Background: an optimization exercise with open tools, aiming at small area, a short achievable clock period and few clock cycles per item. Do not read the settings as production practice.
Function was checked by simulation only, so behaviour that the tests miss may differ from the original.
Power figures rest on the tool's default switching activity, not on a simulated workload.

===== config.mk =====
export PLATFORM = sky130hd
export DESIGN_NAME = comp_mult_top
export DESIGN_NICKNAME = comp_mult_top
export VERILOG_FILES = /design/flow/design.v
export SDC_FILE = /design/flow/constraint.sdc
export NUM_CORES = 4
export LEC_CHECK = 0
export ABC_AREA = 1
export CAP_MARGIN = 20
export CORE_MARGIN = 2
export CORE_UTILIZATION = 40
export CTS_BUF_LIST = sky130_fd_sc_hd__clkbuf_16
export CTS_CLUSTER_DIAMETER = 150
export CTS_CLUSTER_SIZE = 24
export SETUP_SLACK_MARGIN = 4.0
export SLEW_MARGIN = 20

===== constraint.sdc =====
create_clock -name core_clock -period 6.5 [get_ports {clk}]
set_input_delay 1.3000 -clock core_clock [delete_from_list [all_inputs] [get_ports {clk}]]
set_output_delay 1.3000 -clock core_clock [all_outputs]
set_load 0.01 [all_outputs]

===== design.v =====
`timescale 1ns/1ps
package cmul_types_pkg;
    localparam int ELEM_W    = 8;    
    localparam int RES_W     = 18;   
    localparam int RES_BYTES = 3;    
    localparam int ADDR_W    = 16;   
    localparam int REG_W     = 16;   
    typedef logic signed [ELEM_W-1:0] elem_t;       
    typedef logic signed [RES_W-1:0]  res_t;        
    typedef logic [ADDR_W-1:0]        addr_t;       
    typedef logic [REG_W-1:0]         reg_t;        
    typedef logic [2:0]               byte_cnt_t;   
endpackage
`timescale 1ns/1ps
package cmul_regmap_pkg;
    typedef enum logic [2:0] {
        OFS_OP1    = 3'd0,   
        OFS_OP2    = 3'd1,   
        OFS_RES    = 3'd2,   
        OFS_NUM_OP = 3'd3,   
        OFS_START  = 3'd4,   
        OFS_STATUS = 3'd5,   
        OFS_STATE  = 3'd6    
    } reg_offset_e;
    localparam int STS_DONE_BIT = 0;
    typedef enum logic [1:0] {
        ST_IDLE   = 2'd0,
        ST_RD_OPS = 2'd1,   
        ST_WORK   = 2'd2,   
        ST_WR_RES = 2'd3    
    } ctrl_state_e;
    localparam int OP_RD_BYTES  = 4;   
    localparam int RES_WR_BYTES = 6;   
    localparam int OP_STRIDE    = 2;   
    localparam int RES_STRIDE   = 6;   
endpackage
`timescale 1ns/1ps
module comp_mult_top
#(
    parameter logic [15:0] APB_BASE = '0   
) (
    input  logic        clk,
    input  logic        rst_n,
    input  logic [15:0] paddr,
    input  logic        pwrite,
    input  logic [15:0] pwdata,
    input  logic        psel,
    output logic        pready,
    output logic [15:0] prdata,
    output logic        pslverr,
    output logic        mem_ce,
    output logic        mem_we,
    output logic [15:0] mem_addr,
    output logic [7:0]  mem_wr_data,
    input  logic [7:0]  mem_rd_data
);
    logic [15:0] ofs_full;
    logic [2:0]  ofs;
    logic        in_range;
    logic        acc_ok;
    logic        wr_en;
    logic [15:0] num;        
    logic        num_nz;     
    logic        busy;       
    logic        done;
    logic        rd_q;       
    assign ofs_full = paddr - APB_BASE;
    assign in_range = (ofs_full[15:3] == 13'd0);
    assign ofs      = ofs_full[2:0];
    always_comb begin
        case (ofs)
            3'd0, 3'd1, 3'd2, 3'd3, 3'd4: acc_ok = pwrite;
            3'd5:                         acc_ok = 1'b1;
            3'd6:                         acc_ok = ~pwrite;
            default:                      acc_ok = 1'b0;
        endcase
    end
    assign wr_en = psel & pwrite & in_range & acc_ok;
    logic [15:0] wdat;
    logic        w_op1, w_op2, w_res, w_num, w_clr;
    always_ff @(posedge clk) begin
        wdat    <= pwdata;
        w_op1   <= wr_en & (ofs == 3'd0);
        w_op2   <= wr_en & (ofs == 3'd1);
        w_res   <= wr_en & (ofs == 3'd2);
        w_clr   <= wr_en & (ofs == 3'd5) & ~pwdata[0];
    end
    always_ff @(posedge clk or negedge rst_n) begin
        if (!rst_n)
            w_num <= 1'b0;
        else
            w_num <= wr_en & (ofs == 3'd3);
    end
    logic go;
    assign go     = wr_en & (ofs == 3'd4) & pwdata[0] & ~busy
                  & (w_num ? (wdat != 16'd0) : num_nz);
    assign pready = 1'b1;
    assign prdata = {15'd0, rd_q};
    always_ff @(posedge clk) begin
        rd_q <= ofs[1] ? busy : (done & ~w_clr);
    end
    logic [4:0]  jc;
    logic [9:0]  s;          
    logic        lastf;      
    logic        f0;         
    logic        fend;
    logic        fin;
    assign s[0] = ~jc[4] & ~jc[0];
    assign s[1] =  jc[0] & ~jc[1];
    assign s[2] =  jc[1] & ~jc[2];
    assign s[3] =  jc[2] & ~jc[3];
    assign s[4] =  jc[3] & ~jc[4];
    assign s[5] =  jc[4] &  jc[0];
    assign s[6] = ~jc[0] &  jc[1];
    assign s[7] = ~jc[1] &  jc[2];
    assign s[8] = ~jc[2] &  jc[3];
    assign s[9] = ~jc[3] &  jc[4];
    assign fend = lastf ? s[6] : s[9];
    assign fin  = busy & lastf & fend;
    logic       o_ce, o_we;
    logic       rd_n;
    logic [5:0] wb_n;
    logic       wr_n;
    assign rd_n = go | (busy & ~lastf & (s[0] | s[1] | s[2] | (s[9] & num_nz)));
    assign wb_n = {6{busy}} & (lastf ? s[5:0] : ({6{~f0}} & s[8:3]));
    assign wr_n = |wb_n;
    always_ff @(posedge clk or negedge rst_n) begin
        if (!rst_n) begin
            o_ce <= 1'b0;
            o_we <= 1'b0;
        end else begin
            o_ce <= rd_n | wr_n;
            o_we <= wr_n;
        end
    end
    assign mem_ce = o_ce;
    assign mem_we = o_we;
    logic [15:0] cur_ptr, nx1_ptr, nx2_ptr;
    logic [15:0] nxt;
    logic        rot;    
    assign nxt = cur_ptr + {15'd0, o_ce};   
    assign mem_addr = cur_ptr;
    always_ff @(posedge clk) begin
        rot <= busy & ~lastf & (s[0] | s[2] | (s[8] & num_nz));   
        if (w_op1)
            cur_ptr <= wdat;
        else
            cur_ptr <= rot ? nx1_ptr : nxt;
        if (w_op2)
            nx1_ptr <= wdat;
        else if (rot)
            nx1_ptr <= nx2_ptr;
        if (w_res)
            nx2_ptr <= wdat;
        else if (rot)
            nx2_ptr <= nxt;
        if (w_num)
            num <= wdat;
        else if (busy & ~lastf & s[3])
            num <= num - 16'd1;
    end
    always_ff @(posedge clk) begin
        if (go) begin
            jc    <= 5'd0;
            f0    <= 1'b1;
            lastf <= 1'b0;
        end else if (f0 & s[3]) begin
            jc    <= 5'b11111;                                      
        end else if (fend) begin
            jc    <= 5'd0;
            f0    <= 1'b0;
            lastf <= ~num_nz;
        end else begin
            jc    <= {jc[3:0], ~jc[4]};
        end
    end
    always_ff @(posedge clk or negedge rst_n) begin
        if (!rst_n) begin
            num_nz  <= 1'b0;
            busy    <= 1'b0;
            done    <= 1'b0;
            pslverr <= 1'b0;
        end else begin
            pslverr <= psel & ~(in_range & acc_ok);
            if (w_num)
                num_nz <= (wdat != 16'd0);
            else if (busy & ~lastf & s[3])
                num_nz <= (num != 16'd1);                           
            if (go)
                busy <= 1'b1;
            else if (fin)
                busy <= 1'b0;
            if (fin)
                done <= 1'b1;
            else if (w_clr)
                done <= 1'b0;
        end
    end
    logic signed [7:0]  opa;    
    logic signed [7:0]  opb;    
    logic signed [7:0]  opc;    
    logic signed [7:0]  opd;    
    logic signed [11:0] prod;   
    logic               p_hi;   
    logic signed [16:0] acc;    
    logic signed [16:0] res;    
    always_ff @(posedge clk) begin
        if (s[1]) opa <= mem_rd_data;
        if (s[2]) opb <= mem_rd_data;
        if (s[3]) opc <= mem_rd_data;
        if (s[4] | (f0 & s[5])) opd <= mem_rd_data;
    end
    logic [7:0] mcand;
    logic [1:0] bneg, bone, btwo;
    logic       acc_first;           
    logic       nx_d, nx_hi, nx_neg, nx_none;
    logic [7:0] nx_src;
    logic [3:0] nx_nib;
    logic       nx_m1;
    logic [2:0] trip0, trip1;
    assign nx_d   = s[6] | s[7] | s[0] | s[1];
    assign nx_hi  = s[5] | s[7] | s[9] | s[1];
    assign nx_neg = s[0] | s[1];
    assign nx_src = (f0 & s[3]) ? mem_rd_data : (nx_d ? opd : opc);   
    assign nx_nib = nx_hi ? nx_src[7:4] : nx_src[3:0];
    assign nx_m1  = nx_hi & nx_src[3];
    assign nx_none = (s[2] | s[3]) & ~(f0 & s[3]);
    assign trip0  = {nx_nib[1:0], nx_m1} & {3{~nx_none}};
    assign trip1  = nx_nib[3:1] & {3{~nx_none}};
    always_ff @(posedge clk) begin
        mcand     <= (s[4] | s[5] | s[0] | s[1] | (f0 & s[3])) ? opb : opa;
        bone[0]   <= trip0[1] ^ trip0[0];
        btwo[0]   <= (trip0[2] & ~trip0[1] & ~trip0[0]) | (~trip0[2] & trip0[1] & trip0[0]);
        bneg[0]   <= (trip0[2] & ~(trip0[1] & trip0[0])) ^ nx_neg;
        bone[1]   <= trip1[1] ^ trip1[0];
        btwo[1]   <= (trip1[2] & ~trip1[1] & ~trip1[0]) | (~trip1[2] & trip1[1] & trip1[0]);
        bneg[1]   <= (trip1[2] & ~(trip1[1] & trip1[0])) ^ nx_neg;
        p_hi      <= s[6] | s[8] | s[0] | s[2];
        acc_first <= s[5] | s[9];                                   
    end
    logic [8:0]  pm0, pm1, px0, px1;
    logic [11:0] row0, row1, row2;
    assign pm0  = bone[0] ? {mcand[7], mcand} : (btwo[0] ? {mcand, 1'b0} : 9'd0);
    assign pm1  = bone[1] ? {mcand[7], mcand} : (btwo[1] ? {mcand, 1'b0} : 9'd0);
    assign px0  = pm0 ^ {9{bneg[0]}};
    assign px1  = pm1 ^ {9{bneg[1]}};
    assign row0 = {{3{px0[8]}}, px0};
    assign row1 = {px1[8], px1, 1'b0, bneg[0]};
    assign row2 = {9'd0, bneg[1], 2'b00};
    logic [11:0] ca, cb, psum;
    assign ca = row0 ^ row1 ^ row2;
    assign cb = {(row0[10:0] & row1[10:0]) | (row0[10:0] & row2[10:0]) | (row1[10:0] & row2[10:0]), 1'b0};
    always_comb begin
        logic [11:0] g, p, gn, pn;
        g = ca & cb;
        p = ca ^ cb;
        for (int d = 1; d < 12; d = d * 2) begin
            gn = g;
            pn = p;
            for (int i = d; i < 12; i++) begin
                gn[i] = g[i] | (p[i] & g[i-d]);
                pn[i] = p[i] & p[i-d];
            end
            g = gn;
            p = pn;
        end
        psum = ca ^ cb ^ {g[10:0], 1'b0};
    end
    logic signed [16:0] acc_in;
    logic signed [16:0] p_ext;
    logic signed [16:0] sum;
    assign acc_in = acc_first ? 17'sd0 : acc;
    assign p_ext  = p_hi ? {prod[11], prod, 4'd0} : {{5{prod[11]}}, prod};
    always_comb begin
        logic [16:0] g, p, gn, pn;
        g = acc_in & p_ext;
        p = acc_in ^ p_ext;
        for (int d = 1; d < 17; d = d * 2) begin
            gn = g;
            pn = p;
            for (int i = d; i < 17; i++) begin
                gn[i] = g[i] | (p[i] & g[i-d]);
                pn[i] = p[i] & p[i-d];
            end
            g = gn;
            p = pn;
        end
        sum = acc_in ^ p_ext ^ {g[15:0], 1'b0};
    end
    always_ff @(posedge clk) begin
        prod <= psum;
        acc <= sum;
        if (s[0] | s[6]) res <= acc;
    end
    logic [7:0] wd_q;
    logic [7:0] res_top, acc_top;
    assign res_top = {6'd0, res[16], res[16]};
    assign acc_top = {6'd0, acc[16], acc[16]};
    always_ff @(posedge clk) begin
        if (lastf)
            wd_q <= ({8{s[0]}} & acc[7:0])
                  | ({8{s[1]}} & res[15:8])
                  | ({8{s[2]}} & res_top)
                  | ({8{s[3]}} & sum[7:0])
                  | ({8{s[4]}} & acc[15:8])
                  | ({8{s[5]}} & acc_top);
        else
            wd_q <= ({8{s[3]}} & res[7:0])
                  | ({8{s[4] | s[7]}} & res[15:8])
                  | ({8{s[5] | s[8]}} & res_top)
                  | ({8{s[6]}} & acc[7:0]);
    end
    assign mem_wr_data = wd_q;
endmodule

===== flow/run.sh =====
#!/bin/bash
# standard layout, with plain buffers on the ports
set -euo pipefail
bash standard.sh BUFFER_PORTS_ARGS="-buffer_cell sky130_fd_sc_hd__buf_2" finish > standard.log 2>&1

===== standard.sh =====
#!/bin/bash
# synth_recipe.tcl (not shown) runs the flow's synth.tcl, then flattens the netlist and writes it again
# the make line also repeats each setting of config.mk as NAME=value (left out here)
make -C /OpenROAD-flow-scripts/flow DESIGN_CONFIG=/design/flow/config.mk WORK_HOME=/design/flow/orfs CLKGATE_MAP_FILE= SYNTH_SCRIPT=/design/flow/synth_recipe.tcl "${@:-finish}"

==> reports/metrics.cfg, run 1 <==
[run_status]
status = timing/DRC/antenna clean

[final_layout]
antenna_cells = 0
fin_util_pct = 44.9
area_growth_pct = 10.8
stdcell_area_um2 = 11200
fin_nets = 1315
fill_cells = 2430
drive_gt1_share_pct = 12.3

[power_and_ir_drop]
power_density_nw_per_um2 = 585
vdd_drop_max_v = 0.000482
p_leak_nw = 5.17

[detailed_routing]
wl_per_cell_um = 14.7
vias = 7837
drt-initial-drc-count = 551
routed_via_density = 5.01
wirelength_um = 23000
drt_pass1_iterations = 5
drc = 0
drtAntennaViolNets = 0

[floorplanning]
core_area_um2 = 25000
die-width_um = 163
dieArea_um2 = 26700
initial_core_util_pct = 40.6
io_pins = 88
rows = 58
die_y_um = 163

[synthesis]
synth_top_cell_by_area = edfxtp_1
synth_top_area_share_pct = 28.7
ys_seq_area_share_pct = 49.7
yosys.cell_count.top_type = nand2_1
netlist_area_um2 = 10200
async_reset_ff_share_pct = 3.47
synthFlopType = dfxtp_1
synthCells = 1171
synth.area.top_cells = edfxtp_1 29%, dfxtp_1 19%, nand2_1 8.1%
netlist-cell-type-count = 53
synth_warnings = 1
ys_seq_elements = 202
synthTopCellsByCount = 219 x nand2_1, 153 x inv_1, 125 x o21ai_0, 100 x nor2_1, 98 x dfxtp_1
synth.avg_cell_area_um2 = 8.67
synth_edf_count = 97

[critical_path]
max_stage_delay_ns = 0.41
r2r_cells = 13
path_cells = inv_2 -> o21ai_0 -> o21ai_0 -> xor2_1 -> ha_1 -> ha_4 -> inv_1 -> o21ai_2 -> nand3_1 -> nand2_1 -> a21oi_2 -> o21bai_1 -> xor2_1
worst-setup-path-type = reg -> reg
required_ns = 6.90
ff2ff_setup_slack_ns = 4.07
cp_slowest_cell = dfxtp_1
critPathCaptureType = flop
arrival_ns = 2.83
critPathLaunchType = flop
rr_startpoint = bone[0]
r2r_end = prod[9]
cp_top_family = adder cells
crit_buf_inv = 2
cp_max_fo = 13

[hold_path]
hold_start = acc[8]
worstHoldPathCells = 0
min_to = res[8]
hp-class = reg -> reg

[timing]
max_freq_ghz = 0.411
period_share_pct = 37.4
fin_crit_ns = 2.43
hold_viol_final = 0
tns_ns = 0
fin_skew_ns = 0.0211
slew_headroom_pct = 39.3
rsz0062_at_grt = yes
tightest_slew_ns = 0.909
report.final.slew_viol_count = 0
setup-violations-final = 0

[clocking]
cts_tree = built
clk_path_buf_depth = 3
cts_root_buf = clkbuf_16
clock_sinks = 202
insertion_delay_ns = 0.48
cts_buffers = 12
htree_num_levels = 1
clk_pin_slew_ns = 0.09

[grt]
grt_max_degree = 34
grt_pass1_vias = 7460
grt_remaining_overflow = 0
grtUsageTotal_pct = 17.2
antenna_found_initial = 0
grt_pass1_wl_um = 37000

[place]
gp_congestion = 0.827
port_buffers = 71
place_area_um2 = 10700
post-dp-hpwl_um = 16900

[flow_run]
max_cap_violations = 0

-- how the worst max path moves through the flow --
stage | startpoint | to | slack [ns] | depth (start not counted)
5_1_grt | bone[0] | prod[9] | 3.86 | 13
3_5_place_dp | jc[0] | bneg[1] | 3.65 | 14
4_1_cts | jc[2] | bneg[1] | 4.01 | 12
2_1_floorplan | jc[2] | num[0] | 4.07 | 4
3_3_place_gp | paddr[14] | jc[0] | 3.76 | 8
6_report | bone[0] | prod[9] | 4.07 | 13
-- metal layers --
metal | track usage [%] | vias to the layer above | share of wire [%]
met5 | 0 | - | 0
met4 | 4.47 | 0 | 1.9
met3 | 1.68 | 25 | 4.0
met2 | 28.7 | 156 | 47
met1 | 23.8 | 3649 | 47
li1 | - | 4007 | -
-- cell families after synthesis --
family | after synthesis | share of synthesized area (%)
simple gates | 427 | 18.2
xor+xnor | 48 | 4.14
compound gates | 233 | 13.1
flops | 202 | 49.7
mux | 8 | 0.887
other cells | 2 | 0.0740
fa+ha+maj | 42 | 5.25
buf+inv | 209 | 8.55
-- power breakdown --
group / leakage, nW / internal [mW] / switching, mW
Sequential: 1.88 / 1.77 / 0.210
Clock: 0.199 / 0.370 / 0.423
Combinational: 3.09 / 1.51 / 2.29
-- flip-flops by register name, indices dropped and copies added, names as in the netlist, 12 cells and up --
register,flops
prod,12
nx2_ptr,16
res,17
acc,17
cur_ptr,16
wdat,16
num,16
nx1_ptr,16
-- per-stage QoR --
stage	cells	setup slack, ns	hold WS (ns)	power (mW)
after global placement	1544	3.76	0.410	5.38
after floorplan	1185	4.07	0.408	4.63
after detailed placement	1544	3.65	0.413	5.41
after global routing	1565	3.86	0.420	7.25
final	1565	4.07	0.419	6.57
after CTS	1564	4.01	0.420	6.27
-- layout by cell type, fill, tap and decap left out, types with 3 or more instances in the layout --
cell,Yosys,layout
a22oi_1,8,8
o22ai_1,6,6
o211ai_1,8,8
nor2_2,2,3
nor2_4,5,5
buf_2,4,71
o21ai_0,125,115
conb_1,2,16
dfxtp_1,98,92
nand3_1,51,51
a31oi_1,10,10
a21o_1,5,5
dfrtp_1,7,7
edfxtp_1,97,97
or2_2,3,3
dfxtp_2,0,6
inv_2,8,9
mux2_2,8,8
nand3b_1,3,3
clkbuf_16,0,13
inv_1,153,157
xor2_1,37,37
buf_4,17,4
nand2_1,219,217
ha_1,41,35
nand4_1,21,21
nand2_2,6,7
ha_4,0,5
a211oi_1,3,3
xnor2_1,11,11
o31ai_1,3,3
nor3_1,11,9
a221oi_1,10,10
nor2_1,100,100
o21ai_1,1,10
a21oi_1,42,38
a21oi_2,0,3
-- what timing repair did --
action | in CTS | in global routing
gates cloned | 0 | 1
hold buffers | 0 | 0
setup endpoints to repair | 16 | 19
pin swaps | 0 | 4
setup buffers | 0 | 0
gates resized for setup | 9 | 28
-- cell type report --
type	instances	area, µm²	share of cell area [%]
clock buffer	13	325	2.89
clock inverter	7	38.8	0.345
inverter	163	614	5.46
multi-input combinational	775	4410	39.2
sequential	202	5060	45.0
tap	330	413	3.67
timing repair buffer	75	385	3.43
Testbench counts, summed over its fixed seeds: cycles 22,492, items 2,070.
==> run 2: changes to the inputs <==
--- a/config.mk
+++ b/config.mk
@@ -12,5 +12,6 @@
 export CTS_BUF_LIST = sky130_fd_sc_hd__clkbuf_16
 export CTS_CLUSTER_DIAMETER = 150
 export CTS_CLUSTER_SIZE = 24
+export PLACE_DENSITY = 0.7
 export SETUP_SLACK_MARGIN = 4.0
 export SLEW_MARGIN = 20
==> reports/metrics.cfg, run 2 <==
[power_and_ir_drop]
power_density_nw_per_um2 = 585  ; +0.15%
p_sw_mw = 2.92  ; about the same
switching_share_pct = 44.3  ; -0.11 points
p_int_mw = 3.67  ; +0.49%
p_seq_share_pct = 30.1  ; about the same
p_total_mw = 6.59  ; +0.30%
combPwrFrac_pct = 57.9  ; about the same
p_leak_nw = 5.15  ; -0.33%
vdd_drop_max_v = 0.000621  ; +29%
clockPowerShare_pct = 12.0  ; about the same

[synthesis]
netlist_area_um2 = 10200  ; unchanged
netlist-cell-type-count = 53  ; unchanged
synthFlopType = dfxtp_1
async_reset_ff_share_pct = 3.47  ; unchanged
synth_top_cell_by_area = edfxtp_1
synth_warnings = 1  ; unchanged
synth.avg_cell_area_um2 = 8.67  ; unchanged
ys_seq_elements = 202  ; unchanged
synthCells = 1171  ; unchanged
synth.area.top_cells = edfxtp_1 29%, dfxtp_1 19%, nand2_1 8.1%
synthTopCellsByCount = 219 x nand2_1, 153 x inv_1, 125 x o21ai_0, 100 x nor2_1, 98 x dfxtp_1
ys_seq_area_share_pct = 49.7  ; unchanged
synth_edf_count = 97  ; unchanged
yosys.cell_count.top_type = nand2_1
synth_top_area_share_pct = 28.7  ; unchanged

[clocking]
cts_root_buf = clkbuf_16
htree_num_levels = 1  ; unchanged
clock_sinks = 202  ; unchanged
clk_path_buf_depth = 3  ; unchanged
ctsHoldBuffers = 0  ; unchanged
cts_tree = built
cts_buffers = 12  ; unchanged
insertion_delay_ns = 0.47  ; about the same
clk_pin_slew_ns = 0.10  ; about the same

[grt]
grt_remaining_overflow = 0  ; unchanged
grt_pass1_wl_um = 37100  ; +0.26%
grt_max_degree = 34  ; unchanged
antenna_found_initial = 0  ; unchanged
grt_pass1_vias = 7588  ; +1.7%
grtUsageTotal_pct = 17.0  ; -0.17 points

[place]
post-dp-hpwl_um = 16900  ; -0.37%
gp_congestion = 0.866  ; +4.7%
port_buffers = 71  ; unchanged

[critical_path]
ff2ff_setup_slack_ns = 4.15  ; +0.08 ns
arrival_ns = 1.14  ; -1.69 ns
rr_startpoint = rot
max_stage_delay_ns = 0.48  ; +0.07 ns
r2r_end = nx2_ptr[8]
cp_top_family = flip-flops
crit_buf_inv = 1  ; -1
path_cells = buf_2
cp_slowest_cell = dfxtp_1
required_ns = 5.20  ; -1.70 ns
critPathCaptureType = output pin
critPathLaunchType = flop
worst-setup-path-type = reg -> out
r2r_cells = 2  ; -11
cp_max_fo = 7  ; -6

[final_layout]
antenna_cells = 0  ; unchanged
area_growth_pct = 10.9
fin_nets = 1314  ; -0.076%
drive_gt1_share_pct = 12.8  ; +0.50 points
layout_common_cells = 215 x nand2_1, 154 x inv_1, 112 x o21ai_0
final_common_cell = nand2_1
reg_top3 = acc x17, res x17

[timing]
fin_skew_ns = 0.0245  ; +0.00336 ns
max_freq_ghz = 0.410  ; -0.33%
rsz0062_at_grt = no
fin_crit_ns = 2.44  ; +0.00807 ns
tns_ns = 0  ; unchanged
period_share_pct = 37.5  ; +0.12 points
tightest_slew_ns = 0.893  ; -0.0166 ns
report.final.slew_viol_count = 0  ; unchanged
hold_viol_final = 0  ; unchanged
setup-violations-final = 0  ; unchanged
slew_headroom_pct = 40.4  ; +1.1 points

[detailed_routing]
drt-initial-drc-count = 554  ; +0.54%
vias = 7991  ; +2.0%
routed_via_density = 5.11  ; +2.0%
drtAntennaViolNets = 0  ; unchanged
drc = 0  ; unchanged
wl_per_cell_um = 14.7  ; +0.26%
wirelength_um = 23000  ; +0.20%
drt_pass1_iterations = 5  ; unchanged

[hold_path]
min_to = res[8]
hold_start = acc[8]
hp-class = reg -> reg
worstHoldPathCells = 0  ; unchanged

[floorplanning]
io_pins = 88  ; unchanged
initial_core_util_pct = 40.6  ; unchanged
rows = 58  ; unchanged
die_y_um = 163  ; unchanged
core_area_um2 = 25000  ; unchanged
die-width_um = 163  ; unchanged
dieArea_um2 = 26700  ; unchanged

[run_status]
status = timing/DRC/antenna clean

[flow_run]
max_cap_violations = 0  ; unchanged

[run 2: stage by stage]
step | hold WS, ns | setup WS, ns | utilization, % | std cells | instance area (µm²)
6_report | 0.433 | 4.06 | 45.0 | 1564 | 11300
3_5_place_dp | 0.417 | 3.69 | 42.8 | 1541 | 10700
3_3_place_gp | 0.412 | 3.76 | 42.8 | 1541 | 10700
2_1_floorplan | 0.408 | 4.07 | - | 1185 | 10200
4_1_cts | 0.423 | 3.97 | 44.4 | 1561 | 11100
5_1_grt | 0.454 | 4.00 | 45.0 | 1564 | 11300
[run 2: repair_timing]
item / 4_1_cts / 5_1_grt
gates cloned: 0 / 2
pin swaps: 0 / 6
setup endpoints to repair: 46 / 15
setup buffers: 0 / 1
gates resized for setup: 13 / 37
[run 2: power by group through the flow]
| stage | Clock [mW] | Combinational, mW | Sequential, mW |
|---|---|---|---|
| 2_1_floorplan | 0 | 2.72 | 1.91 |
| 3_3_place_gp | 0 | 3.34 | 1.98 |
| 3_5_place_dp | 0 | 3.40 | 1.99 |
| 4_1_cts | 0.814 | 3.50 | 1.97 |
| 5_1_grt | 0.855 | 4.35 | 2.02 |
| 6_report | 0.793 | 3.82 | 1.98 |
[run 2: logic make-up (layout without fill, tap and decap cells)]
group | after synthesis | after routing | synth area share, %
mux | 8 | 8 | 0.887
simple gates | 427 | 428 | 18.2
fa+ha+maj | 42 | 42 | 5.25
other cells | 2 | 16 | 0.0740
flops | 202 | 202 | 49.7
buf+inv | 209 | 257 | 8.55
compound gates | 233 | 233 | 13.1
xor+xnor | 48 | 48 | 4.14
[run 2: final cells by class]
class                           count  area, µm²
Timing Repair Buffer               73        370
Fill cell                        2422      13800
Clock inverter                      7       38.8
Sequential cell                   202       5060
Timing Repair inverter              1       7.51
Multi-Input combinational cell    775       4420
Inverter                          163        623
Tap cell                          330        413
Clock buffer                       13        325
[run 2: layer usage]
layer  global-route usage (%)  wire (µm)  part of all wire, %  vias up
met1                     21.9      10300                   45     3707
li1                         -          -                    -     4008
met4                     4.67        472                  2.1        0
met3                     2.13       1240                  5.4       39
met2                     30.0      11000                   48      237
met5                        0          0                    0        -
[run 2: how the worst max path moves through the flow]
stage / from / endpoint / slack (ns) / cells past startpoint
6_report: cur_ptr[9] / mem_addr[9] / 4.06 / 1
5_1_grt: bone[1] / prod[9] / 4.00 / 13
4_1_cts: jc[0] / bneg[1] / 3.97 / 14
3_5_place_dp: jc[0] / bneg[1] / 3.69 / 14
3_3_place_gp: paddr[14] / jc[0] / 3.76 / 8
2_1_floorplan: jc[2] / num[0] / 4.07 / 4
==> run 3: changes to the inputs <==
--- a/config.mk
+++ b/config.mk
@@ -5,13 +5,11 @@
 export SDC_FILE = /design/flow/constraint.sdc
 export NUM_CORES = 4
 export LEC_CHECK = 0
-export ABC_AREA = 1
 export CAP_MARGIN = 20
 export CORE_MARGIN = 2
 export CORE_UTILIZATION = 40
 export CTS_BUF_LIST = sky130_fd_sc_hd__clkbuf_16
 export CTS_CLUSTER_DIAMETER = 150
 export CTS_CLUSTER_SIZE = 24
-export PLACE_DENSITY = 0.7
 export SETUP_SLACK_MARGIN = 4.0
 export SLEW_MARGIN = 20
==> reports/metrics.cfg, run 3 <==
[grt]
antenna_found_initial = 0  ; unchanged
grt_remaining_overflow = 0  ; unchanged
grt_max_degree = 37  ; +8.8%
grt_pass1_vias = 6696  ; -12%
grt_pass1_wl_um = 35800  ; -3.6%
grtUsageTotal_pct = 16.9  ; -0.057 points

[synthesis]
synthFlopType = dfxtp_1
netlist_area_um2 = 10000  ; -1.4%
ys_seq_elements = 202  ; unchanged
synth_top_area_share_pct = 29.1  ; +0.42 points
ys_seq_area_share_pct = 50.5  ; +0.72 points
synth_warnings = 1  ; unchanged
async_reset_ff_share_pct = 3.47  ; unchanged
yosys.cell_count.top_type = dfxtp_1
synthTopCellsByCount = 98 x dfxtp_1, 97 x edfxtp_1, 88 x nand2_1, 57 x o21ai_0
synth.avg_cell_area_um2 = 10.9  ; +26%
netlist-cell-type-count = 73  ; +38%
synth_edf_count = 97  ; unchanged
synthCells = 918  ; -22%
synth_top_cell_by_area = edfxtp_1
synth.area.top_cells = edfxtp_1 29%, dfxtp_1 20%, mux2_2 5.5%

[clocking]
cts_tree = built
clock_sinks = 202  ; unchanged
insertion_delay_ns = 0.48  ; about the same
cts_buffers = 12  ; unchanged
clk_path_buf_depth = 3  ; unchanged
cts_root_buf = clkbuf_16
htree_num_levels = 1  ; unchanged
clk_pin_slew_ns = 0.10  ; about the same

[critical_path]
ff2ff_setup_slack_ns = 4.03  ; -0.12 ns
worst-setup-path-type = reg -> reg
rr_startpoint = bone[0]
path_cells = buf_6 -> nand3b_1 -> a211oi_4 -> mux2_4 -> ha_4 -> a21o_1 -> a21oi_2 -> o211ai_1 -> a31o_2 -> a21oi_2 -> xor2_1
r2r_end = prod[11]
arrival_ns = 2.87  ; +1.73 ns
cp_max_fo = 7  ; unchanged
critical_path.startpoint = bone[0]
cpMostUsedCell = a21oi_2
setup.worst_path.end = prod[11]
crit_buf_inv = 1  ; unchanged
critPathCaptureType = flop
cp_top_family = compound AO/OA/AOI/OAI gates
required_ns = 6.90  ; +1.70 ns
critPathLaunchType = flop
r2r_cells = 11  ; +9
max_stage_delay_ns = 0.38  ; -0.10 ns
worst-path-stages = 11  ; +10
cp_slowest_cell = dfxtp_4

[final_layout]
fin_nets = 1069  ; -19%
reg_top3 = acc x17, res x17
antenna_cells = 0  ; unchanged
area_growth_pct = 12.7
layout_common_cells = 97 x edfxtp_1, 88 x nand2_1, 84 x dfxtp_1
drive_gt1_share_pct = 21.8  ; +9.0 points
multi_input_area_um2 = 4820  ; +9.0%
stdcell_count = 1313  ; -16%
final_common_cell = edfxtp_1
seq_area_um2 = 5090  ; +0.44%
fill_cells = 2319  ; -4.3%

[power_and_ir_drop]
power_density_nw_per_um2 = 584  ; -0.23%
p_sw_mw = 2.72  ; -7.0%
combPwrFrac_pct = 56.0  ; -1.9 points
p_leak_nw = 4.29  ; -17%
p_seq_share_pct = 31.9  ; +1.8 points
p_int_mw = 3.87  ; +5.4%
switching_share_pct = 41.3  ; -3.1 points
vdd_drop_max_v = 0.000526  ; -15%
clockPowerShare_pct = 12.1  ; about the same
p_total_mw = 6.59  ; -0.11%

[timing]
worst_slack_ns = 4.03  ; -0.0268 ns
timing.hold.ws_ns = 0.480  ; +0.0466 ns
report.final.slew_viol_count = 0  ; unchanged
fin_skew_ns = 0.0155  ; -0.00894 ns
rsz0062_at_grt = yes
max_freq_ghz = 0.405  ; -1.1%
hold_viol_final = 0  ; unchanged
tightest_slew_ns = 1.15  ; +0.262 ns
period_share_pct = 37.9  ; +0.41 points
slew_headroom_pct = 22.9  ; -17 points
fin_crit_ns = 2.47  ; +0.0268 ns
setup-violations-final = 0  ; unchanged
tns_ns = 0  ; unchanged

[floorplanning]
initial_core_util_pct = 40.9  ; +0.36 points
die-width_um = 162  ; -0.70%
rows = 57  ; -1.7%
io_pins = 88  ; unchanged
die_y_um = 162  ; -0.70%
core_area_um2 = 24500  ; -2.3%
dieArea_um2 = 26300  ; -1.4%

[hold_path]
worstHoldPathCells = 1  ; +1
hold_start = opa[3]
hp-class = reg -> reg

[place]
place_ws_ns = 3.34  ; -0.351 ns
port_buffers = 71  ; unchanged
gp_congestion = 0.800  ; -7.7%
post-dp-hpwl_um = 15900  ; -5.7%
dpl.cell_count = 1275  ; -17%

[detailed_routing]
wl_per_cell_um = 17.4  ; +18%
wirelength_um = 22900  ; -0.63%
drtAntennaViolNets = 0  ; unchanged
drt-initial-drc-count = 484  ; -13%
vias = 6992  ; -13%
drc = 0  ; unchanged
routed_via_density = 5.33  ; +4.2%
drt_pass1_iterations = 7  ; +2

[flow_run]
max_cap_violations = 0  ; unchanged

[run_status]
status = timing/DRC/antenna clean

run 3: changes by cell type after synthesis, sizes merged, moves of 31 or more:
cell   delta
nor2b    +31
nand2   -138
inv     -144
o21ai    -68
nand3    -39
nor2     -74
xnor2    +38
mux2     +41
run 3: layout make-up:
| type | count | share of cell area, % |
|---|---|---|
| Sequential cell | 202 | 45.1 |
| Clock inverter | 7 | 0.344 |
| Timing Repair Buffer | 93 | 4.74 |
| Clock buffer | 13 | 2.88 |
| Multi-Input combinational cell | 656 | 42.7 |
| Inverter | 18 | 0.599 |
| Tap cell | 324 | 3.59 |
run 3: how the worst min path moves through the flow:
stage,endpoint
finish,mcand[3]
global route,mcand[3]
CTS,mcand[3]
detailed placement,mcand[3]
global placement,mcand[7]
floorplan,res[16]
run 3: cells by family after synthesis:
group / share of synthesized area [%]
other: 0.0750
DFF: 50.5
adders and majority gates: 5.33
xor gates and xnor gates: 6.04
muxes: 7.88
buffers and inverters: 3.68
and+or+nand+nor: 13.5
AOI/OAI and AO/OA: 13.1
run 3: worst register-to-register path, stage by stage, from the launching register on:
cell	delay [ns]
dfxtp_4	0.38
buf_6	0.14
nand3b_1	0.19
a211oi_4	0.30
mux2_4	0.22
ha_4	0.20
a21o_1	0.16
a21oi_2	0.17
o211ai_1	0.12
a31o_2	0.27
a21oi_2	0.12
xor2_1	0.13
run 3: repair_timing:
action	4_1_cts	5_1_grt
setup buffers	7	11
hold buffers	0	0
endpoints found under the setup margin	28	32
gates resized for setup	28	26
pin swaps	6	17
run 3: routing by layer:
layer	wire, µm	global-route usage, %
met1	10600	23.4
met2	11100	28.7
met3	738	2.15
met4	338	3.42
met5	0	0
run 3: power by group through the flow:
stage                     Sequential, mW  Clock (mW)  Combinational (mW)
final                               2.10       0.798                3.69
after global routing                2.15       0.862                4.15
after CTS                           2.09       0.818                3.54
after detailed placement            2.12           0                3.38
after global placement              2.12           0                3.35
after floorplan                     1.92           0                2.85
run 3: stage by stage:
step | utilization (%) | instance area [µm²]
floorplan | - | 10200
global placement | 43.4 | 10600
detailed placement | 43.4 | 10600
CTS | 45.5 | 11100
global route | 46.1 | 11300
finish | 46.1 | 11300
==> run 4: changes to the inputs <==
--- a/config.mk
+++ b/config.mk
@@ -5,11 +5,12 @@
 export SDC_FILE = /design/flow/constraint.sdc
 export NUM_CORES = 4
 export LEC_CHECK = 0
+export ABC_AREA = 1
 export CAP_MARGIN = 20
 export CORE_MARGIN = 2
 export CORE_UTILIZATION = 40
 export CTS_BUF_LIST = sky130_fd_sc_hd__clkbuf_16
-export CTS_CLUSTER_DIAMETER = 150
-export CTS_CLUSTER_SIZE = 24
+export CTS_CLUSTER_DIAMETER = 200
+export CTS_CLUSTER_SIZE = 30
 export SETUP_SLACK_MARGIN = 4.0
 export SLEW_MARGIN = 20
==> reports/metrics.cfg, run 4 <==
[synthesis]
yosys.cell_count.top_type = nand2_1
synth_top_family_by_area = simple AND/OR/NAND/NOR gates
ys_seq_area_share_pct = 49.7  ; -0.72 points
netlist_area_um2 = 10200  ; +1.5%
synthTopCellsByCount = 219 x nand2_1, 153 x inv_1, 125 x o21ai_0, 100 x nor2_1, 98 x dfxtp_1
synth_top_cell_by_area = edfxtp_1
synth_fa_ha_area_share_pct = 5.25  ; -0.076 points
async_reset_ff_share_pct = 3.47  ; unchanged
synth_simple_gate_area_share_pct = 18.2  ; +4.7 points
synth_edf_count = 97  ; unchanged
synthCells = 1171  ; +28%
synth_warnings = 1  ; unchanged
synth.area.top_cells = edfxtp_1 29%, dfxtp_1 19%, nand2_1 8.1%
synth_top_area_share_pct = 28.7  ; -0.42 points
ys_seq_elements = 202  ; unchanged
synthFlopType = dfxtp_1
synth_mux_area_share_pct = 0.887  ; -7.0 points
netlist-cell-type-count = 53  ; -27%
synth.avg_cell_area_um2 = 8.67  ; -20%
synth_xor_area_share_pct = 4.14  ; -1.9 points
synth_compound_area_share_pct = 13.1  ; +0.072 points

[clocking]
cts_tree = built
clk_path_buf_depth = 3  ; unchanged
clock_sinks = 202  ; unchanged
htree_num_levels = 1  ; unchanged
ctsHoldBuffers = 0  ; unchanged
cts_buffers = 10  ; -2
clk_pin_slew_ns = 0.12  ; +0.02 ns
cts_root_buf = clkbuf_16
insertion_delay_ns = 0.49  ; about the same

[final_layout]
reg_top3 = acc x17, res x17
antenna_cells = 0  ; unchanged
area_growth_pct = 9.96
layout_common_cells = 217 x nand2_1, 155 x inv_1, 117 x o21ai_0
drive_gt1_share_pct = 12.2  ; -9.7 points
final_common_cell = nand2_1
seq_area_um2 = 5060  ; -0.54%
multi_input_area_um2 = 4390  ; -8.9%
fin_nets = 1314  ; +23%
fill_cells = 2431  ; +4.8%

[grt]
grt_use_met2_pct = 28.9  ; +0.22 points
global_route.usage.met1_pct = 23.7  ; +0.29 points
antenna_found_initial = 0  ; unchanged
grt_pass1_vias = 7416  ; +11%
grtUsageTotal_pct = 17.0  ; +0.074 points
busiest_layer = met2
use_met3_pct = 1.65  ; -0.49 points
grt_max_degree = 34  ; -8.1%
grt_remaining_overflow = 0  ; unchanged
grt_pass1_wl_um = 36800  ; +2.8%

[detailed_routing]
wl_per_cell_um = 14.6  ; -16%
routed_via_density = 5.00  ; -6.1%
vias = 7814  ; +12%
drt-initial-drc-count = 461  ; -4.8%
drt_pass1_iterations = 5  ; -2
drc = 0  ; unchanged
drtAntennaViolNets = 0  ; unchanged
wirelength_um = 22800  ; -0.24%

[critical_path]
r2r_end = prod[9]
ff2ff_setup_slack_ns = 4.09  ; +0.06 ns
cp_top_family = flip-flops
path_cells = buf_2
required_ns = 5.20  ; -1.70 ns
critPathLaunchType = flop
cp_slowest_cell = dfxtp_1
max_stage_delay_ns = 0.47  ; +0.09 ns
critPathCaptureType = output pin
arrival_ns = 1.12  ; -1.75 ns
worst-setup-path-type = reg -> out
r2r_cells = 14  ; +3
cp_max_fo = 7  ; unchanged
crit_buf_inv = 1  ; unchanged
rr_startpoint = bone[1]

[timing]
tightest_slew_ns = 0.918  ; -0.237 ns
setup-violations-final = 0  ; unchanged
fin_crit_ns = 2.42  ; -0.0510 ns
slew_headroom_pct = 38.8  ; +16 points
max_freq_ghz = 0.414  ; +2.1%
period_share_pct = 37.2  ; -0.79 points
timing.hold.ws_ns = 0.426  ; -0.0537 ns
tns_ns = 0  ; unchanged
report.final.slew_viol_count = 0  ; unchanged
hold_viol_final = 0  ; unchanged
rsz0062_at_grt = yes
fin_skew_ns = 0.0259  ; +0.0104 ns

[power_and_ir_drop]
p_leak_nw = 5.13  ; +20%
power_density_nw_per_um2 = 575  ; -1.6%
clockPowerShare_pct = 11.3  ; -0.8 points
switching_share_pct = 44.7  ; +3.5 points
combPwrFrac_pct = 57.9  ; +1.9 points
vdd_drop_max_v = 0.000428  ; -19%
p_sw_mw = 2.87  ; +5.6%
p_int_mw = 3.55  ; -8.3%
p_seq_share_pct = 30.8  ; -1.1 points

[hold_path]
hold_start = acc[8]
hp-class = reg -> reg
min_to = res[8]
worstHoldPathCells = 0  ; -1

[floorplanning]
core_area_um2 = 25000  ; +2.3%
rows = 58  ; +1.8%
io_pins = 88  ; unchanged
die-width_um = 163  ; +0.70%
die_y_um = 163  ; +0.70%
dieArea_um2 = 26700  ; +1.4%
initial_core_util_pct = 40.6  ; -0.36 points

[place]
gp_congestion = 0.827  ; +3.4%
post-dp-hpwl_um = 16900  ; +6.4%
port_buffers = 71  ; unchanged

[run_status]
status = timing/DRC/antenna clean

[flow_run]
max_cap_violations = 0  ; unchanged

-- run 4: cell families (layout without fill, tap and decap cells) --
kind of cell | count (synthesis) | after routing
buf+inv | 209 | 255
flops | 202 | 202
mux | 8 | 8
xor+xnor | 48 | 48
compound gates | 233 | 233
fa+ha+maj | 42 | 42
other cells | 2 | 16
simple gates | 427 | 428
-- run 4: final cells by class --
type | count | share of cell area [%]
Sequential cell | 202 | 45.3
Multi-Input combinational cell | 775 | 39.3
Inverter | 163 | 5.48
Tap cell | 330 | 3.70
Timing Repair Buffer | 76 | 3.52
Clock buffer | 11 | 2.47
Clock inverter | 5 | 0.213
-- run 4: through the flow --
stage	utilization (%)	std cells	worst slack [ns]	power (mW)	instance area, µm²
6_report	44.6	1562	4.08	6.42	11200
5_1_grt	44.6	1562	3.89	7.07	11200
4_1_cts	44.2	1560	4.03	6.18	11100
3_5_place_dp	42.9	1544	3.65	5.41	10700
3_3_place_gp	42.9	1544	3.76	5.38	10700
2_1_floorplan	-	1185	4.07	4.63	10200
-- run 4: worst max path at each step --
| stage | startpoint | endpoint | slack [ns] | depth (start not counted) |
|---|---|---|---|---|
| floorplan | jc[2] | num[0] | 4.07 | 4 |
| global placement | paddr[14] | jc[0] | 3.76 | 8 |
| finish | cur_ptr[9] | mem_addr[9] | 4.08 | 1 |
| global route | bone[1] | prod[9] | 3.89 | 14 |
| detailed placement | jc[0] | bneg[1] | 3.65 | 14 |
| CTS | jc[2] | bneg[1] | 4.03 | 12 |
-- run 4: what timing repair did --
action | in CTS | in global routing
setup endpoints to repair | 14 | 19
setup buffers | 0 | 1
pin swaps | 0 | 3
gates resized for setup | 9 | 23
gates cloned | 0 | 1
-- run 4: routing by layer --
metal  up-vias  part of all wire [%]
li1       4000                     -
met1      3621                    48
met2       168                    47
met3        25                   3.9
met4         0                   1.5
met5         -                     0
-- run 4: power groups by stage --
stage,Sequential (mW),Combinational (mW),Clock [mW]
global route,2.01,4.28,0.779
global placement,1.99,3.39,0
detailed placement,2.00,3.41,0
finish,1.97,3.72,0.723
floorplan,1.91,2.72,0
CTS,1.97,3.47,0.744
-- run 4: worst register-to-register path, stage by stage, from the launching register on --
cell and delay [ns]:
dfxtp_2 0.36, inv_2 0.15, nand2_1 0.08, o21ai_1 0.09, xor2_1 0.16, inv_1 0.06
ha_1 0.33, ha_4 0.30, inv_1 0.09, o21ai_2 0.16, nand3_1 0.09, nand2_1 0.10
a21oi_2 0.06, o21bai_1 0.17, xor2_1 0.15
==> run 5: changes to the inputs <==
--- a/config.mk
+++ b/config.mk
@@ -10,7 +10,8 @@
 export CORE_MARGIN = 2
 export CORE_UTILIZATION = 40
 export CTS_BUF_LIST = sky130_fd_sc_hd__clkbuf_16
-export CTS_CLUSTER_DIAMETER = 200
-export CTS_CLUSTER_SIZE = 30
+export CTS_CLUSTER_DIAMETER = 180
+export CTS_CLUSTER_SIZE = 28
+export PLACE_DENSITY = 0.7
 export SETUP_SLACK_MARGIN = 4.0
 export SLEW_MARGIN = 20
==> reports/metrics.cfg, run 5 <==
[synthesis]
ys_seq_area_share_pct = 49.7  ; unchanged
synth_edf_count = 97  ; unchanged
netlist-cell-type-count = 53  ; unchanged
synthTopCellsByCount = 219 x nand2_1, 153 x inv_1, 125 x o21ai_0, 100 x nor2_1, 98 x dfxtp_1
synth_top_cell_by_area = edfxtp_1
async_reset_ff_share_pct = 3.47  ; unchanged
yosys.cell_count.top_type = nand2_1
synth_top_area_share_pct = 28.7  ; unchanged
synth.avg_cell_area_um2 = 8.67  ; unchanged
synthFlopType = dfxtp_1
netlist_area_um2 = 10200  ; unchanged
synth.area.top_cells = edfxtp_1 29%, dfxtp_1 19%, nand2_1 8.1%
synth_warnings = 1  ; unchanged
synthCells = 1171  ; unchanged
ys_seq_elements = 202  ; unchanged

[timing]
slew_headroom_pct = 39.3  ; +0.58 points
rsz0062_at_grt = no
report.final.slew_viol_count = 0  ; unchanged
period_share_pct = 37.3  ; +0.12 points
fin_crit_ns = 2.42  ; +0.00750 ns
setup-violations-final = 0  ; unchanged
hold_viol_final = 0  ; unchanged
fin_skew_ns = 0.0324  ; +0.00652 ns
tightest_slew_ns = 0.909  ; -0.00864 ns
tns_ns = 0  ; unchanged
max_freq_ghz = 0.413  ; -0.31%

[flow_run]
max_cap_violations = 0  ; unchanged

[floorplanning]
die-width_um = 163  ; unchanged
dieArea_um2 = 26700  ; unchanged
die_y_um = 163  ; unchanged
io_pins = 88  ; unchanged
rows = 58  ; unchanged
initial_core_util_pct = 40.6  ; unchanged
core_area_um2 = 25000  ; unchanged

[final_layout]
stdcell_area_um2 = 11200  ; +0.75%
fin_util_pct = 44.9  ; +0.33 points
layout_common_cells = 215 x nand2_1, 153 x inv_1, 109 x o21ai_0
fin_nets = 1316  ; +0.15%
multi_input_area_um2 = 4430  ; +0.91%
reg_top3 = acc x17, res x17
drive_gt1_share_pct = 12.8  ; +0.63 points
seq_area_um2 = 5060  ; about the same
fill_cells = 2432  ; +0.041%
area_growth_pct = 10.8
final_common_cell = nand2_1
stdcell_count = 1564  ; +0.13%
antenna_cells = 0  ; unchanged

[power_and_ir_drop]
p_leak_nw = 5.14  ; +0.22%
power_density_nw_per_um2 = 589  ; +2.5%
vdd_drop_max_v = 0.000610  ; +42%

[clocking]
cts_tree = built
cts_root_buf = clkbuf_16
cts_buffers = 11  ; +1
clk_path_buf_depth = 3  ; unchanged
htree_num_levels = 1  ; unchanged
clk_pin_slew_ns = 0.11  ; about the same
ctsHoldBuffers = 0  ; unchanged
clock_sinks = 202  ; unchanged
insertion_delay_ns = 0.47  ; -0.02 ns

[detailed_routing]
drtAntennaViolNets = 0  ; unchanged
vias = 7963  ; +1.9%
wl_per_cell_um = 14.7  ; +0.94%
drt-initial-drc-count = 670  ; +45%
routed_via_density = 5.09  ; +1.8%
drt_pass1_iterations = 7  ; +2
drc = 0  ; unchanged
wirelength_um = 23000  ; +1.1%

[critical_path]
worst-setup-path-type = reg -> out
cp_max_fo = 7  ; unchanged
max_stage_delay_ns = 0.47  ; about the same
required_ns = 5.20  ; about the same
arrival_ns = 1.12  ; about the same
crit_buf_inv = 1  ; unchanged
critPathLaunchType = flop
cp_slowest_cell = dfxtp_1
cp_top_family = flip-flops
critPathCaptureType = output pin
path_cells = buf_2

[grt]
grtUsageTotal_pct = 17.0  ; about the same
grt_remaining_overflow = 0  ; unchanged
grt_pass1_wl_um = 37200  ; +0.99%
antenna_found_initial = 0  ; unchanged
grt_max_degree = 34  ; unchanged
grt_pass1_vias = 7603  ; +2.5%

[run_status]
status = timing/DRC/antenna clean

[place]
post-dp-hpwl_um = 16900  ; -0.37%
gp_congestion = 0.866  ; +4.7%
place_area_um2 = 10700  ; -0.21%
port_buffers = 71  ; unchanged
dpl.cell_count = 1541  ; -0.19%

[hold_path]
hp-class = reg -> reg

==> run 5: cell counts after synthesis <==
No cell type changed its count.
==> run 5: final cells by class <==
type                    instances  area share, %
well taps                     330           3.67
inverters                     163           5.52
multi-input cells             775           39.4
clock inverters                 6          0.434
clock buffers                  11           2.45
flip-flops and latches        202           45.0
repair buffers                 77           3.56
==> run 5: where the power goes <==
group          switching (mW)  internal [mW]
registers               0.208           1.77
logic                    2.32           1.58
clock network           0.423          0.321
total                    2.96           3.67
==> run 5: metrics by stage <==
| stage | setup WS [ns] | hold WS (ns) | power [mW] |
|---|---|---|---|
| after floorplan | 4.07 | 0.408 | 4.63 |
| after global placement | 3.76 | 0.412 | 5.33 |
| after detailed placement | 3.69 | 0.417 | 5.39 |
| after CTS | 3.95 | 0.443 | 6.22 |
| after global routing | 4.01 | 0.453 | 7.26 |
| final | 4.08 | 0.442 | 6.63 |
==> run 5: worst paths after layout <==
path	endpoint	slack, ns	depth (start not counted)	from
min in group asynchronous	o_we	0.64	1	rst_n
max reg2reg	prod[9]	4.15	11	bneg[1]
max in group asynchronous	pslverr	5.69	1	rst_n
min reg2reg	mcand[4]	0.44	1	opb[4]
min	mcand[4]	0.44	1	opb[4]
max	mem_addr[9]	4.08	1	cur_ptr[9]
==> run 5: layer usage <==
layer	global-route usage [%]	vias up	part of all wire (%)
met2	29.9	226	48
met4	5.11	0	2.4
li1	-	4000	-
met3	1.88	42	5.1
met5	0	-	0
met1	22.0	3695	45
==> run 5: logic make-up after synthesis <==
kind of cell | Yosys count | synth area share (%)
buffers and inverters | 209 | 8.55
other | 2 | 0.0740
muxes | 8 | 0.887
DFF | 202 | 49.7
xor gates and xnor gates | 48 | 4.14
and+or+nand+nor | 427 | 18.2
adders and majority gates | 42 | 5.25
AOI/OAI and AO/OA | 233 | 13.1
==> run 5: timing repair <==
item,4_1_cts,5_1_grt
setup endpoints to repair,47,13
buffers inserted,0,5
gates resized for setup,12,38
cloned,0,1
pin swaps,0,11
hold endpoints to repair,0,0
==> run 6: changes to the inputs <==
--- a/config.mk
+++ b/config.mk
@@ -13,5 +13,5 @@
 export CTS_CLUSTER_DIAMETER = 180
 export CTS_CLUSTER_SIZE = 28
 export PLACE_DENSITY = 0.7
-export SETUP_SLACK_MARGIN = 4.0
+export SETUP_SLACK_MARGIN = 4.07
 export SLEW_MARGIN = 20
==> reports/metrics.cfg, run 6 <==
[power_and_ir_drop]
p_sw_mw = 3.00  ; +1.5%
clockPowerShare_pct = 11.0  ; -0.2 points
vdd_drop_max_v = 0.000720  ; +18%
p_total_mw = 6.70  ; +1.1%
p_int_mw = 3.70  ; +0.88%
p_leak_nw = 5.17  ; +0.51%
combPwrFrac_pct = 59.5  ; +0.6 points
power_density_nw_per_um2 = 592  ; +0.46%
switching_share_pct = 44.7  ; +0.14 points
p_seq_share_pct = 29.6  ; -0.2 points

[synthesis]
synth.area.top_cells = edfxtp_1 29%, dfxtp_1 19%, nand2_1 8.1%
netlist-cell-type-count = 53  ; unchanged
ys_seq_elements = 202  ; unchanged
yosys.cell_count.top_type = nand2_1
synth_edf_count = 97  ; unchanged
synth_simple_gate_area_share_pct = 18.2  ; unchanged
async_reset_ff_share_pct = 3.47  ; unchanged
synth.avg_cell_area_um2 = 8.67  ; unchanged
synthTopCellsByCount = 219 x nand2_1, 153 x inv_1, 125 x o21ai_0, 100 x nor2_1, 98 x dfxtp_1
synth_fa_ha_area_share_pct = 5.25  ; unchanged
synthCells = 1171  ; unchanged
synth_top_area_share_pct = 28.7  ; unchanged
synth_compound_area_share_pct = 13.1  ; unchanged
synth_xor_area_share_pct = 4.14  ; unchanged
synthFlopType = dfxtp_1
synth_top_cell_by_area = edfxtp_1
synth_top_family_by_area = simple AND/OR/NAND/NOR gates
synth_warnings = 1  ; unchanged
ys_seq_area_share_pct = 49.7  ; unchanged
synth_mux_area_share_pct = 0.887  ; unchanged
netlist_area_um2 = 10200  ; unchanged

[final_layout]
stdcell_count = 1568  ; +0.26%
fin_util_pct = 45.2  ; +0.30 points
fill_cells = 2412  ; -0.82%
final_common_cell = nand2_1
stdcell_area_um2 = 11300  ; +0.68%
reg_top3 = acc x17, res x17
area_growth_pct = 11.5
antenna_cells = 0  ; unchanged
layout_common_cells = 216 x nand2_1, 155 x inv_1, 108 x o21ai_0
drive_gt1_share_pct = 13.9  ; +1.1 points
fin_nets = 1320  ; +0.30%

[floorplanning]
die-width_um = 163  ; unchanged
rows = 58  ; unchanged
core_area_um2 = 25000  ; unchanged
die_y_um = 163  ; unchanged
initial_core_util_pct = 40.6  ; unchanged
dieArea_um2 = 26700  ; unchanged
io_pins = 88  ; unchanged

[grt]
grt_pass1_vias = 7534  ; -0.91%
grt_remaining_overflow = 0  ; unchanged
grt_max_degree = 34  ; unchanged
grt_pass1_wl_um = 36600  ; -1.6%
antenna_found_initial = 0  ; unchanged
grtUsageTotal_pct = 16.8  ; -0.26 points

[clocking]
clk_path_buf_depth = 3  ; unchanged
cts_buffers = 11  ; unchanged
cts_tree = built
insertion_delay_ns = 0.47  ; about the same
htree_num_levels = 1  ; unchanged
clock_sinks = 202  ; unchanged
clk_pin_slew_ns = 0.11  ; about the same
cts_root_buf = clkbuf_16

[place]
dpl.cell_count = 1543  ; +0.13%
gp_congestion = 0.879  ; +1.5%
port_buffers = 71  ; unchanged
place_ws_ns = 3.72  ; +0.0233 ns
post-dp-hpwl_um = 16700  ; -1.2%
place_area_um2 = 10700  ; +0.14%

[timing]
hold_viol_final = 0  ; unchanged
max_freq_ghz = 0.417  ; +0.98%
tns_ns = 0  ; unchanged
tightest_slew_ns = 0.871  ; -0.0377 ns
report.final.slew_viol_count = 0  ; unchanged
timing.hold.ws_ns = 0.410  ; -0.0319 ns
setup-violations-final = 0  ; unchanged
fin_skew_ns = 0.0346  ; +0.00218 ns
slew_headroom_pct = 41.9  ; +2.5 points
period_share_pct = 36.9  ; -0.36 points
worst_slack_ns = 4.10  ; +0.0236 ns
fin_crit_ns = 2.40  ; -0.0236 ns
rsz0062_at_grt = yes

[critical_path]
critPathLaunchType = flop
required_ns = 6.90  ; +1.70 ns
critPathCaptureType = flop
worst-setup-path-type = reg -> reg
arrival_ns = 2.80  ; +1.68 ns
cp_max_fo = 7  ; unchanged

[detailed_routing]
drt-initial-drc-count = 559  ; -17%
routed_via_density = 5.10  ; +0.16%
drtAntennaViolNets = 0  ; unchanged
wl_per_cell_um = 14.8  ; +0.22%
drc = 0  ; unchanged
vias = 7996  ; +0.41%
wirelength_um = 23200  ; +0.48%
drt_pass1_iterations = 6  ; -1

[run_status]
status = timing/DRC/antenna clean

[flow_run]
max_cap_violations = 0  ; unchanged

[hold_path]
hp-class = reg -> reg

==> run 6: cell counts after synthesis <==
No cell type changed its count.
==> run 6: cell families after synthesis <==
logic type,Yosys count
AND/OR/NAND/NOR,427
AO/OA/AOI/OAI,233
buffers and inverters,209
flip-flops,202
XOR/XNOR,48
adder cells (fa/ha/maj),42
multiplexers,8
other,2
==> run 6: path summary, 6_finish.rpt <==
path,from,to,slack (ns),cells after the start
setup / recovery,bone[1],prod[9],4.10,11
hold / removal,acc[8],res[8],0.41,0
setup reg to reg,bone[1],prod[9],4.10,11
hold reg to reg,acc[8],res[8],0.41,0
max in group asynchronous,rst_n,w_num,5.67,1
min in group asynchronous,rst_n,o_we,0.65,1
==> run 6: repair_timing <==
item                       CTS  global route
hold buffers                 0             0
setup buffers                0             6
pin swaps                    0             9
gates resized for setup     17            45
setup endpoints to repair   38            19
gates cloned                 0             2
==> run 6: cell type report <==
class                           instances  area [µm²]  share of cell area [%]
Sequential cell                       202        5070                    44.8
Multi-Input combinational cell        775        4470                    39.5
Inverter                              163         621                    5.48
Timing Repair Buffer                   80         420                    3.71
Tap cell                              330         413                    3.65
Clock buffer                           11         275                    2.43
Clock inverter                          6        48.8                   0.431
Timing Repair inverter                  1        7.51                  0.0663
==> run 6: worst max-delay path: stages, from the launching register on <==
cell	delay, ns
dfxtp_4	0.41
clkinvlp_4	0.17
o21ai_2	0.16
xor2_1	0.17
inv_1	0.10
ha_4	0.26
ha_4	0.29
nand2_1	0.08
nor3_4	0.24
a21oi_2	0.10
o21bai_1	0.19
xor2_1	0.15
==> run 6: metal layers <==
| metal | routed length, µm | part of all wire (%) | up-vias | GRT usage, % |
|---|---|---|---|---|
| met1 | 10300 | 44 | 3730 | 21.8 |
| met2 | 11400 | 49 | 229 | 30.0 |
| met3 | 1120 | 4.8 | 29 | 1.80 |
| met5 | 0 | 0 | - | 0 |
| met4 | 389 | 1.7 | 0 | 3.54 |
| li1 | - | - | 4008 | - |
==> run 6: power by group through the flow <==
| stage | registers (mW) | logic [mW] | clock network (mW) |
|---|---|---|---|
| 6_report | 1.98 | 3.98 | 0.735 |
| 5_1_grt | 2.02 | 4.48 | 0.796 |
| 4_1_cts | 1.96 | 3.57 | 0.756 |
| 3_5_place_dp | 1.99 | 3.40 | 0 |
| 3_3_place_gp | 1.98 | 3.35 | 0 |
| 2_1_floorplan | 1.91 | 2.72 | 0 |
==> run 7: changes to the inputs <==
--- a/config.mk
+++ b/config.mk
@@ -13,5 +13,5 @@
 export CTS_CLUSTER_DIAMETER = 180
 export CTS_CLUSTER_SIZE = 28
 export PLACE_DENSITY = 0.7
-export SETUP_SLACK_MARGIN = 4.07
+export SETUP_SLACK_MARGIN = 3.95
 export SLEW_MARGIN = 20
==> reports/metrics.cfg, run 7 <==
[run_status]
status = timing/DRC/antenna clean

[timing]
tightest_slew_ns = 0.903  ; +0.0321 ns
period_share_pct = 37.5  ; +0.54 points
setup-violations-final = 0  ; unchanged
fin_crit_ns = 2.43  ; +0.0353 ns
timing.hold.ws_ns = 0.440  ; +0.0302 ns
slew_headroom_pct = 39.7  ; -2.1 points
fin_skew_ns = 0.0323  ; -0.00236 ns
tns_ns = 0  ; unchanged
max_freq_ghz = 0.411  ; -1.4%
hold_viol_final = 0  ; unchanged
rsz0062_at_grt = yes
report.final.slew_viol_count = 0  ; unchanged

[synthesis]
netlist_area_um2 = 10200  ; unchanged
netlist-cell-type-count = 53  ; unchanged
synth_mux_area_share_pct = 0.887  ; unchanged
synthTopCellsByCount = 219 x nand2_1, 153 x inv_1, 125 x o21ai_0, 100 x nor2_1, 98 x dfxtp_1
synth_xor_area_share_pct = 4.14  ; unchanged
synth_simple_gate_area_share_pct = 18.2  ; unchanged
ys_seq_elements = 202  ; unchanged
synthFlopType = dfxtp_1
ys_seq_area_share_pct = 49.7  ; unchanged
synth_top_cell_by_area = edfxtp_1
yosys.cell_count.top_type = nand2_1
synth.area.top_cells = edfxtp_1 29%, dfxtp_1 19%, nand2_1 8.1%
synth_top_family_by_area = simple AND/OR/NAND/NOR gates
synth.avg_cell_area_um2 = 8.67  ; unchanged
synth_top_area_share_pct = 28.7  ; unchanged
synth_edf_count = 97  ; unchanged
synth_warnings = 1  ; unchanged
synth_fa_ha_area_share_pct = 5.25  ; unchanged
synthCells = 1171  ; unchanged
async_reset_ff_share_pct = 3.47  ; unchanged
synth_compound_area_share_pct = 13.1  ; unchanged

[critical_path]
required_ns = 5.20  ; -1.70 ns
worst-setup-path-type = reg -> out
ff2ff_setup_slack_ns = 4.12  ; +0.02 ns
arrival_ns = 1.13  ; -1.67 ns
worst-path-stages = 1  ; -10
cp_max_fo = 7  ; unchanged
crit_buf_inv = 1  ; -1
cp_top_family = flip-flops
setup.worst_path.end = mem_addr[9]
cp_slowest_cell = dfxtp_1
critPathLaunchType = flop
r2r_cells = 9  ; -2
path_cells = buf_2
critical_path.startpoint = cur_ptr[9]
rr_startpoint = acc_first
critPathCaptureType = output pin
r2r_end = acc[16]
max_stage_delay_ns = 0.48  ; +0.07 ns

[detailed_routing]
routed_via_density = 5.10  ; about the same
drt-initial-drc-count = 628  ; +12%
wirelength_um = 23000  ; -0.83%
drtAntennaViolNets = 0  ; unchanged
drc = 0  ; unchanged
vias = 7944  ; -0.65%
wl_per_cell_um = 14.7  ; -0.26%
drt_pass1_iterations = 5  ; -1

[grt]
grt_pass1_wl_um = 37100  ; +1.5%
grtUsageTotal_pct = 17.0  ; +0.23 points
grt_pass1_vias = 7595  ; +0.81%
antenna_found_initial = 0  ; unchanged
grt_remaining_overflow = 0  ; unchanged
grt_max_degree = 34  ; unchanged

[floorplanning]
dieArea_um2 = 26700  ; unchanged
initial_core_util_pct = 40.6  ; unchanged
core_area_um2 = 25000  ; unchanged
die_y_um = 163  ; unchanged
rows = 58  ; unchanged
die-width_um = 163  ; unchanged
io_pins = 88  ; unchanged

[clocking]
insertion_delay_ns = 0.47  ; about the same
clk_pin_slew_ns = 0.11  ; about the same
cts_buffers = 11  ; unchanged
clk_path_buf_depth = 3  ; unchanged
htree_num_levels = 1  ; unchanged
ctsHoldBuffers = 0  ; unchanged
clock_sinks = 202  ; unchanged
post_cts_buffers = 0  ; unchanged
cts_root_buf = clkbuf_16
cts_tree = built

[final_layout]
drive_gt1_share_pct = 11.9  ; -2.0 points
fill_cells = 2437  ; +1.0%
fin_nets = 1311  ; -0.68%
layout_common_cells = 215 x nand2_1, 156 x inv_1, 113 x o21ai_0
seq_area_um2 = 5060  ; -0.25%
area_growth_pct = 9.90
multi_input_area_um2 = 4390  ; -1.8%
fin_util_pct = 44.6  ; -0.66 points
stdcell_count = 1559  ; -0.57%
antenna_cells = 0  ; unchanged
final_common_cell = nand2_1
reg_top3 = acc x17, res x17

[power_and_ir_drop]
p_leak_nw = 5.12  ; -0.87%
p_total_mw = 6.42  ; -4.2%
power_density_nw_per_um2 = 576  ; -2.7%
vdd_drop_max_v = 0.000596  ; -17%

[place]
gp_congestion = 0.866  ; -1.4%
dpl.cell_count = 1541  ; -0.13%
post-dp-hpwl_um = 16900  ; +1.2%
port_buffers = 71  ; unchanged

[flow_run]
max_cap_violations = 0  ; unchanged

[hold_path]
hp-class = reg -> reg

[run 7: changes by cell type in the layout (fill, tap and decap cells not counted), sizes merged]
cell,previous run,this run
buf,79,72
clkbuf,12,11
clkinvlp,2,0
inv,165,166
[run 7: cell families after synthesis]
family	count (synthesis)
other	2
muxes	8
AOI/OAI and AO/OA	233
buffers and inverters	209
adders and majority gates	42
xor gates and xnor gates	48
and+or+nand+nor	427
DFF	202
[run 7: worst min path at each step]
stage                     startpoint  endpoint  slack, ns  cells past startpoint
after detailed placement      acc[6]    res[6]       0.42                      0
final                        acc[13]   res[13]       0.44                      0
after global routing          opb[4]  mcand[4]       0.45                      1
after floorplan              acc[10]   res[10]       0.41                      0
after CTS                     acc[6]    res[6]       0.44                      0
after global placement        acc[2]    res[2]       0.41                      0
[run 7: final cells by class]
| class | count | share of cell area (%) |
|---|---|---|
| clock buffer | 11 | 2.47 |
| tap | 330 | 3.70 |
| timing repair buffer | 72 | 3.25 |
| multi-input combinational | 775 | 39.3 |
| inverter | 163 | 5.51 |
| clock inverter | 6 | 0.437 |
| sequential | 202 | 45.3 |
[run 7: what timing repair did]
| item | CTS | global route |
|---|---|---|
| pin swaps | 0 | 4 |
| endpoints found under the setup margin | 26 | 33 |
| resized for setup | 7 | 30 |
| cloned | 0 | 1 |
[run 7: stage by stage]
stage                     area [µm²]  setup WS (ns)
after floorplan                10200           4.07
after global placement         10700           3.76
after detailed placement       10700           3.69
after CTS                      11100           3.95
after global routing           11200           3.94
final                          11200           4.07
[run 7: power breakdown]
| part | switching [mW] | internal (mW) |
|---|---|---|
| clock | 0.423 | 0.321 |
| combinational | 2.26 | 1.45 |
| sequential | 0.205 | 1.77 |
[run 7: metal layers]
metal	vias up	wire length [µm]	track usage (%)
met1	3696	10300	22.0
met2	220	10900	29.9
li1	3988	-	-
met5	-	0	0
met4	0	558	5.11
met3	40	1230	1.88

==> what the ideal ports hide <==
Ports are ideal in the flow. The routed layouts listed here were re-timed in OpenROAD.
Step 1 sets driving cells, clkbuf_16 on the clock port and buf_2 on the other inputs (assumed; they add their load-dependent delay and slew).
Step 2 adds t to the input delays and takes it off the output delays; t is the mean of the earliest and latest rising clock arrival at the registers after step 1. Input paths then give back, and output paths get back, about the clock's delay inside the block.
a / b / c = no drivers / after step 1 / after step 2; a / b = the first two.
run | t (ns) | setup slack, ns | latest minus earliest clock arrival (ns) | worst slew at a driven data input, ns | pins driven straight from the clock port
run 1 | 0.514 | 4.068 / 4.039 / 3.764 | 0.021 / 0.022 | 0.03 | 1
run 2 | 0.509 | 4.060 / 4.017 / 3.737 | 0.032 / 0.032 | 0.05 | 1
run 3 | 0.518 | 4.033 / 4.013 / 3.536 | 0.015 / 0.015 | 0.07 | 1
run 4 | 0.518 | 4.085 / 4.039 / 3.751 | 0.028 / 0.028 | 0.03 | 1
run 5 | 0.502 | 4.077 / 4.032 / 3.764 | 0.033 / 0.033 | 0.05 | 1
run 6 | 0.496 | 4.101 / 4.074 / 3.787 | 0.035 / 0.034 | 0.05 | 1
run 7 | 0.502 | 4.065 / 4.021 / 3.745 | 0.033 / 0.033 | 0.05 | 1
After both steps every run listed still meets setup and hold. The setup slack of run 3, which loses most, moves by -0.020 ns with the drivers and by -0.497 ns with both steps.
